Background: an optimization exercise with open tools, aiming at small area, a short achievable clock period and few clock cycles per item. Do not read the settings as production practice. No run shown here included a check of the RTL's function; only the layout flow was run.

==> flow/design.v, too long to show whole: its modules and the start of the top module <==
// module fp_mul_pipe: 1910 lines
// module fp_mul_sched: 80 lines
// module fp_mul_sched_top: 33 lines
module fp_mul_sched_top (
    input  logic         clk,
    input  logic         reset_n,
    input  logic [3:0]   req_valid,
    input  logic [127:0] req_x,
    input  logic [127:0] req_y,
    output logic [3:0]   req_ready,
    output logic         res_valid,
    input  logic         res_ready,
    output logic [1:0]   res_id,
    output logic [31:0]  res_data,
    output logic [4:0]   res_flags,
    output logic         busy
);
  // ...
==> flow/run.sh <==
#!/bin/bash
# synth_recipe.tcl (not shown) runs the flow's synth.tcl, then flattens the netlist and writes it again
# the make line also repeats each setting of config.mk as NAME=value (left out here)
make -C /OpenROAD-flow-scripts/flow DESIGN_CONFIG=/design/flow/config.mk WORK_HOME=/design/flow/orfs CLKGATE_MAP_FILE= SYNTH_SCRIPT=/design/flow/synth_recipe.tcl finish
==> flow/config.mk <==
export PLATFORM = sky130hd
export DESIGN_NAME = fp_mul_sched_top
export DESIGN_NICKNAME = fp_mul_sched_top
export VERILOG_FILES = /design/flow/design.v
export SDC_FILE = /design/flow/constraint.sdc
export NUM_CORES = 4
export LEC_CHECK = 0
export CAP_MARGIN = 20
export CORE_MARGIN = 2
export CORE_UTILIZATION = 40
export SLEW_MARGIN = 20
==> flow/constraint.sdc <==
create_clock -name core_clock -period 10.5 [get_ports {clk}]
set_input_delay 2.1000 -clock core_clock [delete_from_list [all_inputs] [get_ports {clk}]]
set_output_delay 2.1000 -clock core_clock [all_outputs]
set_load 0.01 [all_outputs]
==> metrics.md, run 1 <==
| Metric | Value |
|---|---|
| Skew-Pair Late Insertion Delay | `470 ps` |
| Post-synth net total | `2917` |
| Met2 usage | `46.1%` |
| Non-Filler Instances | `3199` |
| Status | `timing/DRC/antenna clean` |
| Layout cell share with drive strength beyond 1 | `5.24%` |
| Cts hold-fix bufs | `0` |
| Clk_skew | `13.3 ps` |
| Root Driver | `clkbuf_16` |
| Wire length on met3 | `6330 um` |
| Hold_ws | `594 ps` |
| Max H-tree Level | `4` |
| DRT Wirelength | `74300 um` |
| 1st-iter DRT viols | `2291` |
| Compound-cell area share of the yosys netlist | `20.9%` |
| Area of the multi-input gates | `0.0155 mm2` |
| Critical path depth | `24` |
| Max reg flops | `95` |
| Reg2reg start | `u_sched.last_q[1]` |
| Dpl ws | `537 ps` |
| Max_slew headroom | `21.4%` |
| Starting Density | `40.6%` |
| CTS tree | `built` |
| Clock sinks | `114` |
==> run 2: changes to the inputs <==
--- a/flow/design.v
+++ b/flow/design.v
@@ -935,17 +935,89 @@
     logic s589;
     logic c590;
     logic s591;
     logic c592;
     logic s593;
     logic c594;
     logic s595;
     logic c596;
-    logic [94:0] m_c, mq;
+    logic s597;
+    logic c598;
+    logic s599;
+    logic c600;
+    logic s601;
+    logic c602;
+    logic s603;
+    logic c604;
+    logic s605;
+    logic c606;
+    logic s607;
+    logic c608;
+    logic s609;
+    logic c610;
+    logic s611;
+    logic c612;
+    logic s613;
+    logic c614;
+    logic s615;
+    logic c616;
+    logic s617;
+    logic c618;
+    logic s619;
+    logic c620;
+    logic s621;
+    logic c622;
+    logic s623;
+    logic c624;
+    logic s625;
+    logic c626;
+    logic s627;
+    logic c628;
+    logic s629;
+    logic c630;
+    logic s631;
+    logic c632;
+    logic s633;
+    logic c634;
+    logic s635;
+    logic c636;
+    logic s637;
+    logic c638;
+    logic s639;
+    logic c640;
+    logic s641;
+    logic c642;
+    logic s643;
+    logic c644;
+    logic s645;
+    logic c646;
+    logic s647;
+    logic c648;
+    logic s649;
+    logic c650;
+    logic s651;
+    logic c652;
+    logic s653;
+    logic c654;
+    logic s655;
+    logic c656;
+    logic s657;
+    logic c658;
+    logic s659;
+    logic c660;
+    logic s661;
+    logic c662;
+    logic s663;
+    logic c664;
+    logic s665;
+    logic c666;
+    logic s667;
+    logic c668;
+    logic [71:0] m_c, mq;
     logic        sgn_q, zero_q, nan_q, inf_q, lcq;
     logic [9:0]  esum_q;
     assign a = {1'b1, x_i[22:0]};
     assign b = {1'b1, y_i[22:0]};
     always_comb begin
         zero_c = (x_i[30:23] == 8'd0) || (y_i[30:23] == 8'd0);
         nan_c  = !zero_c && ((x_i[30:23] == 8'hFF && x_i[22:0] != 23'd0) ||
                              (y_i[30:23] == 8'hFF && y_i[22:0] != 23'd0));
@@ -1892,30 +1964,104 @@
     assign s589 = c498 ^ s499 ^ 1'b1;
     assign c590 = (c498 & s499) | (c498 & 1'b1) | (s499 & 1'b1);
     assign s591 = c500 ^ s501 ^ a[21];
     assign c592 = (c500 & s501) | (c500 & a[21]) | (s501 & a[21]);
     assign s593 = c502 ^ s503 ^ 1'b1;
     assign c594 = (c502 & s503) | (c502 & 1'b1) | (s503 & 1'b1);
     assign s595 = c504 ^ nneg11 ^ a[23];
     assign c596 = (c504 & nneg11) | (c504 & a[23]) | (nneg11 & a[23]);
-    assign m_c = {s595, c594, s593, c592, s591, c590, s589, c588, s587, c586, s585, c584, s583, c582, s581, c580, s579, c578, s577, c576, s575, c574, s573, c572, s571, c570, s569, c568, s567, c566, s565, c564, s563, c562, s561, c560, s559, c558, s557, c556, s555, c554, s553, c552, s551, c550, s549, c548, s547, c546, s545, c544, s543, c542, s541, c540, s539, c538, s537, c536, s535, c534, s533, c532, s531, c530, s529, c528, s527, c526, s525, c524, s523, c522, s521, c520, s519, c518, s517, c516, s515, c514, s513, c512, s511, c510, s509, c508, s507, c506, neg[1], s505, pp0_1, neg[0], pp0_0};
+    logic [12:0] lowsum;
+    assign lowsum = {1'b0, c522, c520, c518, c516, c514, c512, c510, c508, c506, s505, pp0_1, pp0_0} + {1'b0, s523, s521, s519, s517, s515, s513, s511, s509, s507, neg[1], 1'b0, neg[0]};
+    assign m_c = {s595, c594, s593, c592, s591, c590, s589, c588, s587, c586, s585, c584, s583, c582, s581, c580, s579, c578, s577, c576, s575, c574, s573, c572, s571, c570, s569, c568, s567, c566, s565, c564, s563, c562, s561, c560, s559, c558, s557, c556, s555, c554, s553, c552, s551, c550, s549, c548, s547, c546, s545, c544, s543, c542, s541, c540, s539, c538, s537, c536, s535, c534, s533, c532, s531, c530, s529, c528, s527, c526, s525, c524};
     always_ff @(posedge clk) begin
         if (en_i) begin
             mq     <= m_c;
             sgn_q  <= sgn_c;
             zero_q <= zero_c;
             nan_q  <= nan_c;
             inf_q  <= inf_c;
             esum_q <= esum_c;
-            lcq    <= 1'b0;
+            lcq    <= lowsum[12];
         end
     end
+    assign s597 = mq[0] ^ mq[1];
+    assign c598 = mq[0] & mq[1];
+    assign s599 = mq[2] ^ mq[3];
+    assign c600 = mq[2] & mq[3];
+    assign s601 = mq[4] ^ mq[5];
+    assign c602 = mq[4] & mq[5];
+    assign s603 = mq[6] ^ mq[7];
+    assign c604 = mq[6] & mq[7];
+    assign s605 = mq[8] ^ mq[9];
+    assign c606 = mq[8] & mq[9];
+    assign s607 = mq[10] ^ mq[11];
+    assign c608 = mq[10] & mq[11];
+    assign s609 = mq[12] ^ mq[13];
+    assign c610 = mq[12] & mq[13];
+    assign s611 = mq[14] ^ mq[15];
+    assign c612 = mq[14] & mq[15];
+    assign s613 = mq[16] ^ mq[17];
+    assign c614 = mq[16] & mq[17];
+    assign s615 = mq[18] ^ mq[19];
+    assign c616 = mq[18] & mq[19];
+    assign s617 = mq[20] ^ mq[21];
+    assign c618 = mq[20] & mq[21];
+    assign s619 = mq[22] ^ mq[23];
+    assign c620 = mq[22] & mq[23];
+    assign s621 = mq[24] ^ mq[25];
+    assign c622 = mq[24] & mq[25];
+    assign s623 = mq[26] ^ mq[27];
+    assign c624 = mq[26] & mq[27];
+    assign s625 = mq[28] ^ mq[29];
+    assign c626 = mq[28] & mq[29];
+    assign s627 = mq[30] ^ mq[31];
+    assign c628 = mq[30] & mq[31];
+    assign s629 = mq[32] ^ mq[33];
+    assign c630 = mq[32] & mq[33];
+    assign s631 = mq[34] ^ mq[35];
+    assign c632 = mq[34] & mq[35];
+    assign s633 = mq[36] ^ mq[37];
+    assign c634 = mq[36] & mq[37];
+    assign s635 = mq[38] ^ mq[39];
+    assign c636 = mq[38] & mq[39];
+    assign s637 = mq[40] ^ mq[41];
+    assign c638 = mq[40] & mq[41];
+    assign s639 = mq[42] ^ mq[43];
+    assign c640 = mq[42] & mq[43];
+    assign s641 = mq[44] ^ mq[45];
+    assign c642 = mq[44] & mq[45];
+    assign s643 = mq[46] ^ mq[47];
+    assign c644 = mq[46] & mq[47];
+    assign s645 = mq[48] ^ mq[49];
+    assign c646 = mq[48] & mq[49];
+    assign s647 = mq[50] ^ mq[51];
+    assign c648 = mq[50] & mq[51];
+    assign s649 = mq[52] ^ mq[53];
+    assign c650 = mq[52] & mq[53];
+    assign s651 = mq[54] ^ mq[55];
+    assign c652 = mq[54] & mq[55];
+    assign s653 = mq[56] ^ mq[57];
+    assign c654 = mq[56] & mq[57];
+    assign s655 = mq[58] ^ mq[59];
+    assign c656 = mq[58] & mq[59];
+    assign s657 = mq[60] ^ mq[61];
+    assign c658 = mq[60] & mq[61];
+    assign s659 = mq[62] ^ mq[63];
+    assign c660 = mq[62] & mq[63];
+    assign s661 = mq[64] ^ mq[65];
+    assign c662 = mq[64] & mq[65];
+    assign s663 = mq[66] ^ mq[67];
+    assign c664 = mq[66] & mq[67];
+    assign s665 = mq[68] ^ mq[69];
+    assign c666 = mq[68] & mq[69];
+    assign s667 = mq[70] ^ mq[71];
+    assign c668 = mq[70] & mq[71];
     logic [47:0] prod;
-    assign prod = {mq[93], mq[91], mq[89], mq[87], mq[85], mq[83], mq[81], mq[79], mq[77], mq[75], mq[73], mq[71], mq[69], mq[67], mq[65], mq[63], mq[61], mq[59], mq[57], mq[55], mq[53], mq[51], mq[49], mq[47], mq[45], mq[43], mq[41], mq[39], mq[37], mq[35], mq[33], mq[31], mq[29], mq[27], mq[25], mq[23], mq[21], mq[19], mq[17], mq[15], mq[13], mq[11], mq[9], mq[7], mq[5], mq[3], mq[2], mq[0]} + {mq[94], mq[92], mq[90], mq[88], mq[86], mq[84], mq[82], mq[80], mq[78], mq[76], mq[74], mq[72], mq[70], mq[68], mq[66], mq[64], mq[62], mq[60], mq[58], mq[56], mq[54], mq[52], mq[50], mq[48], mq[46], mq[44], mq[42], mq[40], mq[38], mq[36], mq[34], mq[32], mq[30], mq[28], mq[26], mq[24], mq[22], mq[20], mq[18], mq[16], mq[14], mq[12], mq[10], mq[8], mq[6], mq[4], 1'b0, mq[1]};
+    assign prod = {c666, c664, c662, c660, c658, c656, c654, c652, c650, c648, c646, c644, c642, c640, c638, c636, c634, c632, c630, c628, c626, c624, c622, c620, c618, c616, c614, c612, c610, c608, c606, c604, c602, c600, c598, s597, 1'b0, 1'b0, 1'b0, 1'b0, 1'b0, 1'b0, 1'b0, 1'b0, 1'b0, 1'b0, 1'b0, 1'b0} + {s667, s665, s663, s661, s659, s657, s655, s653, s651, s649, s647, s645, s643, s641, s639, s637, s635, s633, s631, s629, s627, s625, s623, s621, s619, s617, s615, s613, s611, s609, s607, s605, s603, s601, s599, lcq, 1'b0, 1'b0, 1'b0, 1'b0, 1'b0, 1'b0, 1'b0, 1'b0, 1'b0, 1'b0, 1'b0, 1'b0};
     logic        norm, unf, ovf, special;
     logic [9:0]  e;
     logic [22:0] man;
     always_comb begin
         norm    = prod[47];
         man     = norm ? prod[46:24] : prod[45:23];
         e       = esum_q + {9'd0, norm};
         unf     = e[9] || (e == 10'd0);
==> metrics.md, run 2 <==
| Metric | Value |
|---|---|
| Status | `timing/DRC/antenna clean (unchanged)` |
| Layout cell share with drive strength beyond 1 | `5.33% (was 5.24%)` |
| XOR/XNOR share of the synthesized area | `13.5% (was 12.8%)` |
| Placement row count | `82 (was 83)` |
| Vert. Die Dim | `229 um (was 232 um)` |
| Post-Synth Simple-Gate Area | `6.81% (was 8.69%)` |
| Hold Path Stages | `2 (unchanged)` |
| Final Cell Area | `0.0242 mm2 (was 0.0251 mm2)` |
| Initial antenna violation count | `0 (unchanged)` |
| DP Area | `0.0239 mm2 (was 0.0245 mm2)` |
| Compound-cell area share of the yosys netlist | `21.2% (was 20.9%)` |
| Non-Filler Instances | `3091 (was 3199)` |
| Post-CTS Setup Bufs | `0 (unchanged)` |
| Commonest cells after routing, fill and taps aside | `inv_1, clkdlybuf4s50_1, fa_1 (was inv_1, clkdlybuf4s50_1, a22oi_1)` |
| Period minus WS final | `9540 ps (was 9950 ps)` |
| WS Path Type | `flop to primary output (unchanged)` |
| Worst r2r path cells | `17 (was 20)` |
| Worst hold start | `u_sched.last_q[0] (unchanged)` |
| Die area | `0.0523 mm2 (was 0.0540 mm2)` |
| Post-synthesis mux area share | `1.17% (was 1.21%)` |
| 1st-iter DRT viols | `1763 (was 2291)` |
| Mapped Avg Cell Area | `9.14 um2 (was 9.09 um2)` |
| Hold path endpoint | `u_sched.last_q[0] (unchanged)` |
| Antenna Violating Nets Remaining | `0 (unchanged)` |
| CP endpoint kind | `primary output (unchanged)` |
| Final hold viol count | `0 (unchanged)` |
| Crit path largest cell delay | `610 ps (was 790 ps)` |
| Synth Area in Adders | `33.5% (was 30.4%)` |
| Cts hold-fix bufs | `0 (unchanged)` |
| Max reg flops | `72 (was 95)` |
| EDFF count, synth | `89 (was 111)` |
| Hold_ws | `554 ps (was 594 ps)` |
| Largest net degree at the start of global routing | `62 (was 69)` |
| Most common cell after layout, fill and taps aside | `inv_1 (unchanged)` |
| Yosys top cell area share | `24.1% (was 23.3%)` |
| Top cells by count, synth | `inv_1, fa_1, a22oi_1 (was inv_1, a22oi_1, fa_1)` |
| Max-cap violations | `0 (unchanged)` |
| Fmax | `0.105 GHz (was 0.101 GHz)` |
| Buffers on Ports | `307 (unchanged)` |
| Cell chain of the critical path | `ha_1, ha_1, nand4_1, a2111oi_1, buf_4, o31ai_1, nand4_1, a41oi_1, o31ai_1, xor2_2, inv_1, ha_1, ha_1, nand3_1, nor2_1, or2_2, a211o_1, a2111oi_0, o21ai_0, a21oi_1, nor2b_1, nor3_2, a21oi_1, clkdlybuf4s50_1 (was ha_1, a21o_1, a221oi_1, o22ai_1, o311a_1, nor2_1, a21boi_2, a31oi_1, xnor2_4, clkinvlp_4, buf_4, ha_1, ha_1, and3_1, nand3_1, xor2_1, nand4_1, nor3_1, o21ai_0, nand3_1, or3_1, a221o_1, a211oi_1, clkdlybuf4s50_1)` |
| Setup Viol. Count Final | `0 (unchanged)` |
| DRT Wirelength | `74600 um (was 74300 um)` |
| Worst-path clk slew | `90 ps (was 60 ps)` |
| Yosys reg bits | `92 (was 114)` |
| CP most frequent cell | `ha_1 (unchanged)` |
| Fillers | `4756 (was 4889)` |
| Global Route Usage Sum | `28.3% (was 27.8%)` |
| Skew-Pair Late Insertion Delay | `400 ps (was 470 ps)` |
| Vias per cell | `5.82 (was 5.90)` |
| Data required, critical path | `8400 ps (about the same)` |
| CTS tree | `built (unchanged)` |
| Post-synth net total | `2866 (was 2917)` |
| Cell with the most instances after synthesis | `inv_1 (unchanged)` |
| Worst Path Arrival | `7440 ps (was 7850 ps)` |
| Synth unique cells | `76 (was 75)` |
| HP Class | `flop to flop (unchanged)` |
| Routed met2 length | `33100 um (was 35200 um)` |
| Placed insts | `3073 (was 3162)` |
| Biggest regs | `u_sched.u_mul.mq x72, u_sched.u_mul.esum_q x10 (was u_sched.u_mul.mq x95, u_sched.u_mul.esum_q x10)` |
| Overflow after GRT | `0 (unchanged)` |
| Wire length on met3 | `6590 um (was 6330 um)` |
| DRC viols | `0 (unchanged)` |
| Total Neg Setup Slack | `0 ps (unchanged)` |
| Worst setup SP type | `flop (unchanged)` |
| Yosys top cell by area | `fa_1 (unchanged)` |
| Detailed-placement wirelength estimate | `58200 um (was 56900 um)` |
| Max_slew headroom | `18.7% (was 21.4%)` |
| Max Slew Vio Count | `0 (unchanged)` |
| I/O Pins | `308 (unchanged)` |
| Nets | `3069 (was 3128)` |
| Clock Path Buffers | `2 (unchanged)` |
| Sequential share of the synthesized area | `13.6% (was 16.4%)` |
| CP max-delay cell | `a2111oi_1 (was or3_1)` |
| Area grow syn2layout | `19.7% (was 20.4%)` |
| Most flops, register | `u_sched.u_mul.mq (unchanged)` |
| Mapped Area | `0.0202 mm2 (was 0.0209 mm2)` |
| Clock sinks | `92 (was 114)` |
| Post-synthesis cell count | `2210 (was 2295)` |
| Placer congestion estimate | `0.929 (was 0.898)` |
| Final Cycle Share | `90.9% (was 94.7%)` |
| M1 WL | `32600 um (was 30100 um)` |
| Wire per inst | `24.1 um (was 23.2 um)` |
| RSZ-0062 raised after global routing | `false (unchanged)` |
| Vias in the first global route | `18593 (was 19282)` |
| Die W | `229 um (was 232 um)` |
| Reg2reg start | `u_sched.last_q[1] (unchanged)` |
| R2r endpoint | `u_sched.u_mul.mq[45] (was u_sched.u_mul.mq[54])` |
| Main combinational cell family by area after synthesis | `adder cells (unchanged)` |
| Actual slew at the worst max-slew pin | `1220 ps (was 1180 ps)` |
| Synth warn | `2 (unchanged)` |
| Root Driver | `clkbuf_16 (unchanged)` |
| Core footprint | `0.0500 mm2 (was 0.0514 mm2)` |
| Crit path max fanout | `8 (was 26)` |
| Starting Density | `40.4% (was 40.6%)` |
| Reg-to-reg slack, setup | `3630 ps (was 3350 ps)` |
| Num CTS Buffers | `9 (was 17)` |
| Max layer used | `met4 (unchanged)` |
| Max H-tree Level | `3 (was 4)` |
| Via Count | `17978 (was 18867)` |
| Pre-antenna DRT Iters | `8 (was 7)` |
| Clk_skew | `21.7 ps (was 13.3 ps)` |
| Synth top area cells | `fa_1, edfxtp_1, xnor2_1 (unchanged)` |
| First-pass GRT wire length | `114000 um (about the same)` |
| Main synth FF type | `edfxtp_1 (unchanged)` |
| Async S/R FF share, synth | `3.26% (was 2.63%)` |
## run 2: cells by family after synthesis
family                     after synthesis
muxes                                   23
buffers and inverters                  517
adders and majority gates              396
and+or+nand+nor                        288
AOI/OAI and AO/OA                      582
xor gates and xnor gates               312
DFF                                     92
## run 2: area by class of cell
type	count	area (um2)	share of cell area, %
clock inverter	7	68.8	0.285
clock buffer	9	225	0.931
tap	672	841	3.48
inverter	333	1250	5.17
sequential	92	2750	11.4
multi-input combinational	1601	15400	63.8
timing repair buffer	376	3610	14.9
antenna	1	2.50	0.0103
## run 2: metal layers
metal | vias to the layer above | global-route usage (%)
met5 | - | 0.643
li1 | 8043 | -
met2 | 902 | 43.8
met3 | 148 | 6.41
met4 | 0 | 9.46
met1 | 8885 | 39.1
## run 2: worst max path at each step
stage | start | endpoint
3_5_place_dp | u_sched.u_mul.mq[4] | res_data[2]
4_1_cts | u_sched.u_mul.mq[4] | res_data[2]
3_3_place_gp | u_sched.u_mul.mq[4] | res_data[2]
2_1_floorplan | req_valid[1] | u_sched.u_mul.mq[29]
6_report | u_sched.u_mul.mq[18] | res_data[25]
5_1_grt | u_sched.u_mul.mq[4] | res_data[2]
## run 2: metrics by stage
step / util, % / setup WS [ps]
detailed placement: 47.7 / 1110
global placement: 47.7 / 1110
floorplan: - / 2650
global route: 48.4 / 114
finish: 48.4 / 957
CTS: 48.3 / 647
## run 2: repair_timing
item / CTS / global route
hold endpoints to repair: 0 / 0
gates resized for setup: 0 / 1
setup endpoints to repair: 0 / 24
## run 2: critical path, delay by kind of cell (launching register included)
family | cells | cell delay [ps]
AO/OA/AOI/OAI | 9 | 2920
adder cells (fa/ha/maj) | 4 | 1160
AND/OR/NAND/NOR | 7 | 1510
XOR/XNOR | 1 | 190
flip-flops | 1 | 370
buffers and inverters | 3 | 900
==> run 3: changes to the inputs <==
--- a/flow/config.mk
+++ b/flow/config.mk
@@ -5,6 +5,7 @@
 export SDC_FILE = /design/flow/constraint.sdc
 export NUM_CORES = 4
 export LEC_CHECK = 0
+export ABC_AREA = 1
 export CAP_MARGIN = 20
 export CORE_MARGIN = 2
 export CORE_UTILIZATION = 40
==> metrics.md, run 3 <==
| Metric | Value |
|---|---|
| Clock sinks | `92 (unchanged)` |
| Crit path max fanout | `41 (was 8)` |
| Data required, critical path | `10610 ps (was 8400 ps)` |
| Overflow after GRT | `0 (unchanged)` |
| Root Driver | `clkbuf_16 (unchanged)` |
| Mapped Avg Cell Area | `7.66 um2 (was 9.14 um2)` |
| Top cells by count, synth | `nand2_1, inv_1, xor2_1 (was inv_1, fa_1, a22oi_1)` |
| Vias in the first global route | `21043 (was 18593)` |
| Max Slew Vio Count | `0 (unchanged)` |
| Buffers on Ports | `307 (unchanged)` |
| Cell chain of the critical path | `clkdlybuf4s50_1, o21ai_2, nand2_8, inv_4, nand2_1, nand2_2, nor2_8, inv_2, ha_1, inv_1, buf_4, o21ai_0, xor2_1, ha_1, inv_1, fa_1, inv_1, fa_1, inv_1, fa_1, fa_1, inv_1, fa_1 (was ha_1, ha_1, nand4_1, a2111oi_1, buf_4, o31ai_1, nand4_1, a41oi_1, o31ai_1, xor2_2, inv_1, ha_1, ha_1, nand3_1, nor2_1, or2_2, a211o_1, a2111oi_0, o21ai_0, a21oi_1, nor2b_1, nor3_2, a21oi_1, clkdlybuf4s50_1)` |
| Cell with the most instances after synthesis | `nand2_1 (was inv_1)` |
| HP Class | `flop to flop (unchanged)` |
| Cts hold-fix bufs | `0 (unchanged)` |
| Clock Path Buffers | `2 (unchanged)` |
| CTS tree | `built (unchanged)` |
| Max_slew headroom | `15.3% (was 18.7%)` |
| Global Route Usage Sum | `28.3% (about the same)` |
| Max reg flops | `72 (unchanged)` |
| Vias per cell | `5.28 (was 5.82)` |
| Nets | `3802 (was 3069)` |
| Status | `timing/DRC/antenna clean (unchanged)` |
| Max H-tree Level | `3 (unchanged)` |
| Max-cap violations | `0 (unchanged)` |
| Starting Density | `40.6% (was 40.4%)` |
| I/O Pins | `308 (unchanged)` |
| Async S/R FF share, synth | `3.26% (unchanged)` |
| CP max-delay cell | `clkdlybuf4s50_1 (was a2111oi_1)` |
| Worst Path Arrival | `8920 ps (was 7440 ps)` |
| Synth top area cells | `fa_1, edfxtp_1, xor2_1 (was fa_1, edfxtp_1, xnor2_1)` |
| Final Cycle Share | `83.9% (was 90.9%)` |
| DRC viols | `0 (unchanged)` |
| EDFF count, synth | `89 (unchanged)` |
| Yosys reg bits | `92 (unchanged)` |
| Fmax | `0.114 GHz (was 0.105 GHz)` |
| Clk_skew | `20.2 ps (was 21.7 ps)` |
| Mapped Area | `0.0225 mm2 (was 0.0202 mm2)` |
| Layout cell share with drive strength beyond 1 | `7.78% (was 5.33%)` |
| Post-synthesis cell count | `2937 (was 2210)` |
| Skew-Pair Late Insertion Delay | `390 ps (was 400 ps)` |
| Wire per inst | `20.9 um (was 24.1 um)` |
| Worst setup SP type | `primary input (was flop)` |
| Placement row count | `86 (was 82)` |
| Period minus WS final | `8810 ps (was 9540 ps)` |
| Sequential share of the synthesized area | `12.2% (was 13.6%)` |
| Crit path largest cell delay | `710 ps (was 610 ps)` |
| CP endpoint kind | `flop (was primary output)` |
| Setup Viol. Count Final | `0 (unchanged)` |
| Cts repair resizes | `0 (unchanged)` |
| Initial antenna violation count | `3 (was 0)` |
| Area grow syn2layout | `16.7% (was 19.7%)` |
| Fillers | `5527 (was 4756)` |
| Detailed-placement wirelength estimate | `65600 um (was 58200 um)` |
| Synth unique cells | `58 (was 76)` |
| Yosys top cell area share | `21.6% (was 24.1%)` |
| WS Path Type | `primary input to flop (was flop to primary output)` |
| Most common cell after layout, fill and taps aside | `nand2_1 (was inv_1)` |
| Final core utilization | `47.4% (was 48.4%)` |
| Total Neg Setup Slack | `0 ps (unchanged)` |
| Placer congestion estimate | `0.938 (was 0.929)` |
| RSZ-0062 raised after global routing | `false (unchanged)` |
| Die W | `241 um (was 229 um)` |
| Post-synth net total | `3593 (was 2866)` |
| Hold_ws | `583 ps (was 554 ps)` |
| Die area | `0.0582 mm2 (was 0.0523 mm2)` |
| DRT Wirelength | `81400 um (was 74600 um)` |
| Post-CTS Setup Bufs | `0 (unchanged)` |
| Via Count | `20613 (was 17978)` |
| Antenna Violating Nets Remaining | `0 (unchanged)` |
| Main synth FF type | `edfxtp_1 (unchanged)` |
| Commonest cells after routing, fill and taps aside | `nand2_1, inv_1, clkdlybuf4s50_1 (was inv_1, clkdlybuf4s50_1, fa_1)` |
| Worst-path clk slew | `80 ps (was 90 ps)` |
| Yosys top cell by area | `fa_1 (unchanged)` |
| Biggest regs | `u_sched.u_mul.mq x72, u_sched.u_mul.esum_q x10 (unchanged)` |
| Vert. Die Dim | `241 um (was 229 um)` |
| Synth warn | `2 (unchanged)` |
| Actual slew at the worst max-slew pin | `1260 ps (was 1220 ps)` |
| Final hold viol count | `0 (unchanged)` |
| Pre-antenna DRT Iters | `8 (unchanged)` |
| Core footprint | `0.0554 mm2 (was 0.0500 mm2)` |
| 1st-iter DRT viols | `1652 (was 1763)` |
| Largest net degree at the start of global routing | `78 (was 62)` |
| Num CTS Buffers | `9 (unchanged)` |
| First-pass GRT wire length | `125000 um (was 114000 um)` |
| Most flops, register | `u_sched.u_mul.mq (unchanged)` |
[run 3: changes by cell type in the layout (fill, tap and decap cells not counted), moves of 57 or more]
cell | previous run | this run
xnor2_1 | 230 | 18
nor2_1 | 53 | 192
inv_1 | 324 | 518
nand3_1 | 28 | 117
nand2_1 | 104 | 600
o22ai_1 | 4 | 166
o22ai_2 | 1 | 58
a22oi_1 | 240 | 15
xor2_1 | 81 | 273
[run 3: critical path: cells and delay by family]
family                   cells  cell delay (ps)
adder cells (fa/ha/maj)      7             3050
buffers and inverters        9             2200
AO/OA/AOI/OAI                2              810
AND/OR/NAND/NOR              4              540
XOR/XNOR                     1              180
[run 3: cell type report]
class	count	area, um2	share of cell area, %
multi-input cells	2150	16800	64.1
repair buffers	351	3400	12.9
well taps	748	936	3.56
inverters	542	2040	7.77
flip-flops and latches	92	2750	10.5
diodes	2	5.00	0.0190
clock inverters	7	80.1	0.305
clock buffers	9	225	0.857
[run 3: metal layers]
metal	GRT usage [%]	wire length [um]	up-vias
li1	-	-	9724
met1	38.1	35100	9857
met2	46.1	37500	875
met3	4.90	6030	155
met4	9.84	2800	2
met5	0	12	-
[run 3: cell families (layout without fill, tap and decap cells)]
kind of cell    Yosys count  count (layout)  share of synthesized area [%]
other cells               0               2                              0
fa+ha+maj               393             393                           29.9
compound gates          440             440                           13.9
buf+inv                 695             909                           13.1
flops                    92              92                           12.2
simple gates           1026            1026                           19.5
xor+xnor                291             291                           11.3
[run 3: path summary, 6_finish.rpt]
path,from,cells after the start,slack (ps),endpoint
worst min register to register,u_sched.last_q[1],2,580,u_sched.last_q[1]
worst max register to register,u_sched.last_q[1],27,3660,u_sched.u_mul.mq[29]
min in group asynchronous,reset_n,1,1890,u_sched.vld_q
worst max-delay path,req_valid[0],23,1690,u_sched.u_mul.mq[29]
worst min-delay path,u_sched.last_q[1],2,580,u_sched.last_q[1]
max in group asynchronous,reset_n,1,8380,u_sched.last_q[1]
[run 3: stage by stage]
stage	setup slack (ps)	std cells	cell area, um2
finish	1690	3901	26300
floorplan	2910	2937	22500
CTS	1730	3898	26300
detailed placement	1360	3882	26000
global route	1230	3901	26300
global placement	1470	3882	26000
==> run 4: changes to the inputs <==
--- a/flow/config.mk
+++ b/flow/config.mk
@@ -5,8 +5,8 @@
 export SDC_FILE = /design/flow/constraint.sdc
 export NUM_CORES = 4
 export LEC_CHECK = 0
-export ABC_AREA = 1
 export CAP_MARGIN = 20
 export CORE_MARGIN = 2
 export CORE_UTILIZATION = 40
+export SETUP_SLACK_MARGIN = 1.5
 export SLEW_MARGIN = 20
==> metrics.md, run 4 <==
| Metric | Value |
|---|---|
| Status | `timing/DRC/antenna clean (unchanged)` |
| Cell with the most instances after synthesis | `inv_1 (was nand2_1)` |
| CP endpoint kind | `primary output (was flop)` |
| Clock sinks | `92 (unchanged)` |
| Most common cell after layout, fill and taps aside | `inv_1 (was nand2_1)` |
| Commonest cells after routing, fill and taps aside | `inv_1, clkdlybuf4s50_1, fa_1 (was nand2_1, inv_1, clkdlybuf4s50_1)` |
| Vert. Die Dim | `229 um (was 241 um)` |
| Final Cell Area | `0.0243 mm2 (was 0.0263 mm2)` |
| Top Usage Layer GRT | `met2 (unchanged)` |
| Nets | `3072 (was 3802)` |
| Mapped Avg Cell Area | `9.14 um2 (was 7.66 um2)` |
| Top cells by count, synth | `inv_1, fa_1, a22oi_1 (was nand2_1, inv_1, xor2_1)` |
| Vias per cell | `5.80 (was 5.28)` |
| Max_slew headroom | `17.7% (was 15.3%)` |
| First-pass GRT wire length | `114000 um (was 125000 um)` |
| Worst r2r path cells | `20 (was 27)` |
| Placed insts | `3073 (was 3882)` |
| DP Area | `0.0239 mm2 (was 0.0260 mm2)` |
| Actual slew at the worst max-slew pin | `1230 ps (was 1260 ps)` |
| 1st-iter DRT viols | `1844 (was 1652)` |
| Total Neg Setup Slack | `0 ps (unchanged)` |
| Root Driver | `clkbuf_16 (unchanged)` |
| Initial antenna violation count | `0 (was 3)` |
| DRT Wirelength | `74700 um (was 81400 um)` |
| Most flops, register | `u_sched.u_mul.mq (unchanged)` |
| Post-synthesis cell count | `2210 (was 2937)` |
| Biggest regs | `u_sched.u_mul.mq x72, u_sched.u_mul.esum_q x10 (unchanged)` |
| DRC viols | `0 (unchanged)` |
| Detailed-placement wirelength estimate | `58200 um (was 65600 um)` |
| FF+latch area | `0.00275 mm2 (unchanged)` |
| Die W | `229 um (was 241 um)` |
| I/O Pins | `308 (unchanged)` |
| Crit path max fanout | `8 (was 41)` |
| Worst Path Arrival | `6610 ps (was 8920 ps)` |
| Post-synth net total | `2866 (was 3593)` |
| Setup Viol. Count Final | `0 (unchanged)` |
| Main synth FF type | `edfxtp_1 (unchanged)` |
| Placer congestion estimate | `0.929 (was 0.938)` |
| Pre-antenna DRT Iters | `10 (was 8)` |
| Die area | `0.0523 mm2 (was 0.0582 mm2)` |
| Max H-tree Level | `3 (unchanged)` |
| HP Class | `flop to flop (unchanged)` |
| Final core utilization | `48.7% (was 47.4%)` |
| WS Path Type | `flop to primary output (was primary input to flop)` |
| Hold_ws | `554 ps (was 583 ps)` |
| Mapped Area | `0.0202 mm2 (was 0.0225 mm2)` |
| CTS tree | `built (unchanged)` |
| Max Slew Vio Count | `0 (unchanged)` |
| Overflow after GRT | `0 (unchanged)` |
| Area of the multi-input gates | `0.0155 mm2 (was 0.0168 mm2)` |
| Data required, critical path | `8400 ps (was 10610 ps)` |
| M1 GR Usage | `39.1% (was 38.1%)` |
| Synth warn | `2 (unchanged)` |
| Skew-Pair Late Insertion Delay | `410 ps (was 390 ps)` |
| Worst-path clk slew | `90 ps (was 80 ps)` |
| Worst setup SP type | `flop (was primary input)` |
| Async S/R FF share, synth | `3.26% (unchanged)` |
| Starting Density | `40.4% (was 40.6%)` |
| Placement row count | `82 (was 86)` |
| Clock Path Buffers | `2 (unchanged)` |
| Hold Path Stages | `2 (unchanged)` |
| Buffers on Ports | `307 (unchanged)` |
| M3 GR Usage | `6.41% (was 4.90%)` |
| Sequential share of the synthesized area | `13.6% (was 12.2%)` |
| Setup ws final | `1790 ps (was 1690 ps)` |
| Max-cap violations | `0 (unchanged)` |
| Period minus WS final | `8710 ps (was 8810 ps)` |
| Yosys top cell area share | `24.1% (was 21.6%)` |
| Dpl ws | `1110 ps (was 1360 ps)` |
| Final hold viol count | `0 (unchanged)` |
| Vias in the first global route | `18595 (was 21043)` |
| Met2 usage | `43.8% (was 46.1%)` |
| Wire per inst | `24.1 um (was 20.9 um)` |
| Yosys reg bits | `92 (unchanged)` |
| Fmax | `0.115 GHz (was 0.114 GHz)` |
| EDFF count, synth | `89 (unchanged)` |
| RSZ-0062 raised after global routing | `false (unchanged)` |
| Yosys top cell by area | `fa_1 (unchanged)` |
| Final Cycle Share | `83.0% (was 83.9%)` |
| Layout cell share with drive strength beyond 1 | `5.91% (was 7.78%)` |
| Non-Filler Instances | `3094 (was 3901)` |
| Synth top area cells | `fa_1, edfxtp_1, xnor2_1 (was fa_1, edfxtp_1, xor2_1)` |
| Global Route Usage Sum | `28.3% (about the same)` |
| Core footprint | `0.0500 mm2 (was 0.0554 mm2)` |
| Synth unique cells | `76 (was 58)` |
| Num CTS Buffers | `9 (unchanged)` |
| Via Count | `17943 (was 20613)` |
| Fillers | `4741 (was 5527)` |
| Clk_skew | `23.4 ps (was 20.2 ps)` |
| Area grow syn2layout | `20.3% (was 16.7%)` |
| Largest net degree at the start of global routing | `62 (was 78)` |
| Antenna Violating Nets Remaining | `0 (unchanged)` |
| Max reg flops | `72 (unchanged)` |
## run 4: cell count changes after synthesis, moves of 89 or more
| cell | change |
|---|---|
| a22oi_1 | +225 |
| inv_1 | -194 |
| nand2_1 | -496 |
| nand3_1 | -89 |
| nor2_1 | -137 |
| o22ai_1 | -162 |
| xnor2_1 | +212 |
| xor2_1 | -191 |
## run 4: layout make-up
type	instances	share of cell area, %
flip-flops and latches	92	11.3
clock buffers	9	0.926
inverters	333	5.16
multi-input cells	1601	63.9
diodes	1	0.0103
clock inverters	7	0.283
repair buffers	379	15.0
well taps	672	3.46
## run 4: kinds of logic (layout without fill, tap and decap cells)
family	Yosys count	count (layout)	share of synthesized area, %
buffers and inverters	517	728	10.1
XOR/XNOR	312	312	13.5
other	0	1	0
adder cells (fa/ha/maj)	396	396	33.5
AND/OR/NAND/NOR	288	288	6.81
flip-flops	92	92	13.6
multiplexers	23	23	1.17
AO/OA/AOI/OAI	582	582	21.2
## run 4: repair_timing
| item | 4_1_cts | 5_1_grt |
|---|---|---|
| buffers inserted | 0 | 3 |
| pin swaps | 0 | 7 |
| hold buffers | 0 | 0 |
| setup endpoints to repair | 34 | 58 |
| gates resized for setup | 11 | 13 |
## run 4: critical path, stage by stage (launching register included)
cell and delay [ps]:
edfxtp_1 370, ha_1 300, ha_1 310, nand4_1 230, a2111oi_4 500, buf_4 210, o31ai_2 110, nand4_1 230
a41oi_2 210, o31ai_4 290, xor2_2 180, inv_1 80, ha_1 240, ha_2 250, nand3_1 140, nor2_2 90
or2_2 290, a211o_1 340, a2111oi_4 320, o21ai_0 170, a21oi_2 230, nor2b_1 110, nor3_4 330, a21oi_1 110
clkdlybuf4s50_1 580
## run 4: path summary, 6_finish.rpt
path                                startpoint                    to  slack [ps]
max in group asynchronous              reset_n     u_sched.last_q[0]        8400
min                          u_sched.last_q[0]     u_sched.last_q[0]         550
min reg2reg                  u_sched.last_q[0]     u_sched.last_q[0]         550
min in group asynchronous              reset_n         u_sched.vld_q        1870
max                        u_sched.u_mul.mq[4]          res_data[29]        1790
max reg2reg                  u_sched.last_q[0]  u_sched.u_mul.mq[29]        3590
## run 4: routing by layer
layer / share of wire (%) / routed length (um) / vias up
li1: - / - / 8045
met2: 44 / 33000 / 891
met3: 8.4 / 6310 / 163
met4: 3.3 / 2440 / 0
met5: 0 / 0 / -
met1: 44 / 33000 / 8844

what the ideal ports hide:
In the flow no input, the clock included, has a driving cell. The finished layouts below were timed again as built, in two steps.
Step 1 sets driving cells, clkbuf_16 on the clock port and buf_2 on the other inputs (assumed; they add their load-dependent delay and slew).
Step 2 also shifts input and output timing later by t, the mid clock arrival at the registers, as if the neighbouring blocks saw the same clock.
a / b / c = no drivers / after step 1 / after step 2; a / b = the first two.
run | t, ns | setup slack, ns | hold WS [ns] | clock arrival spread, ns | cell pins on the clock port's net
run 1 | 0.525 | 0.552 / 0.498 / 1.023 | 0.594 / 0.594 / 0.594 | 0.019 / 0.020 | 1
run 2 | 0.446 | 0.957 / 0.904 / 1.281 | 0.554 / 0.554 / 0.554 | 0.022 / 0.022 | 1
run 3 | 0.438 | 1.691 / 1.723 / 1.285 | 0.583 / 0.583 / 0.583 | 0.029 / 0.028 | 1
run 4 | 0.445 | 1.788 / 1.736 / 1.440 | 0.554 / 0.554 / 0.554 | 0.023 / 0.024 | 1
After both steps setup and hold are still met in every run listed. For run 3, which loses most, drivers alone change the setup slack by +0.032 ns; drivers and shift together by -0.406 ns.
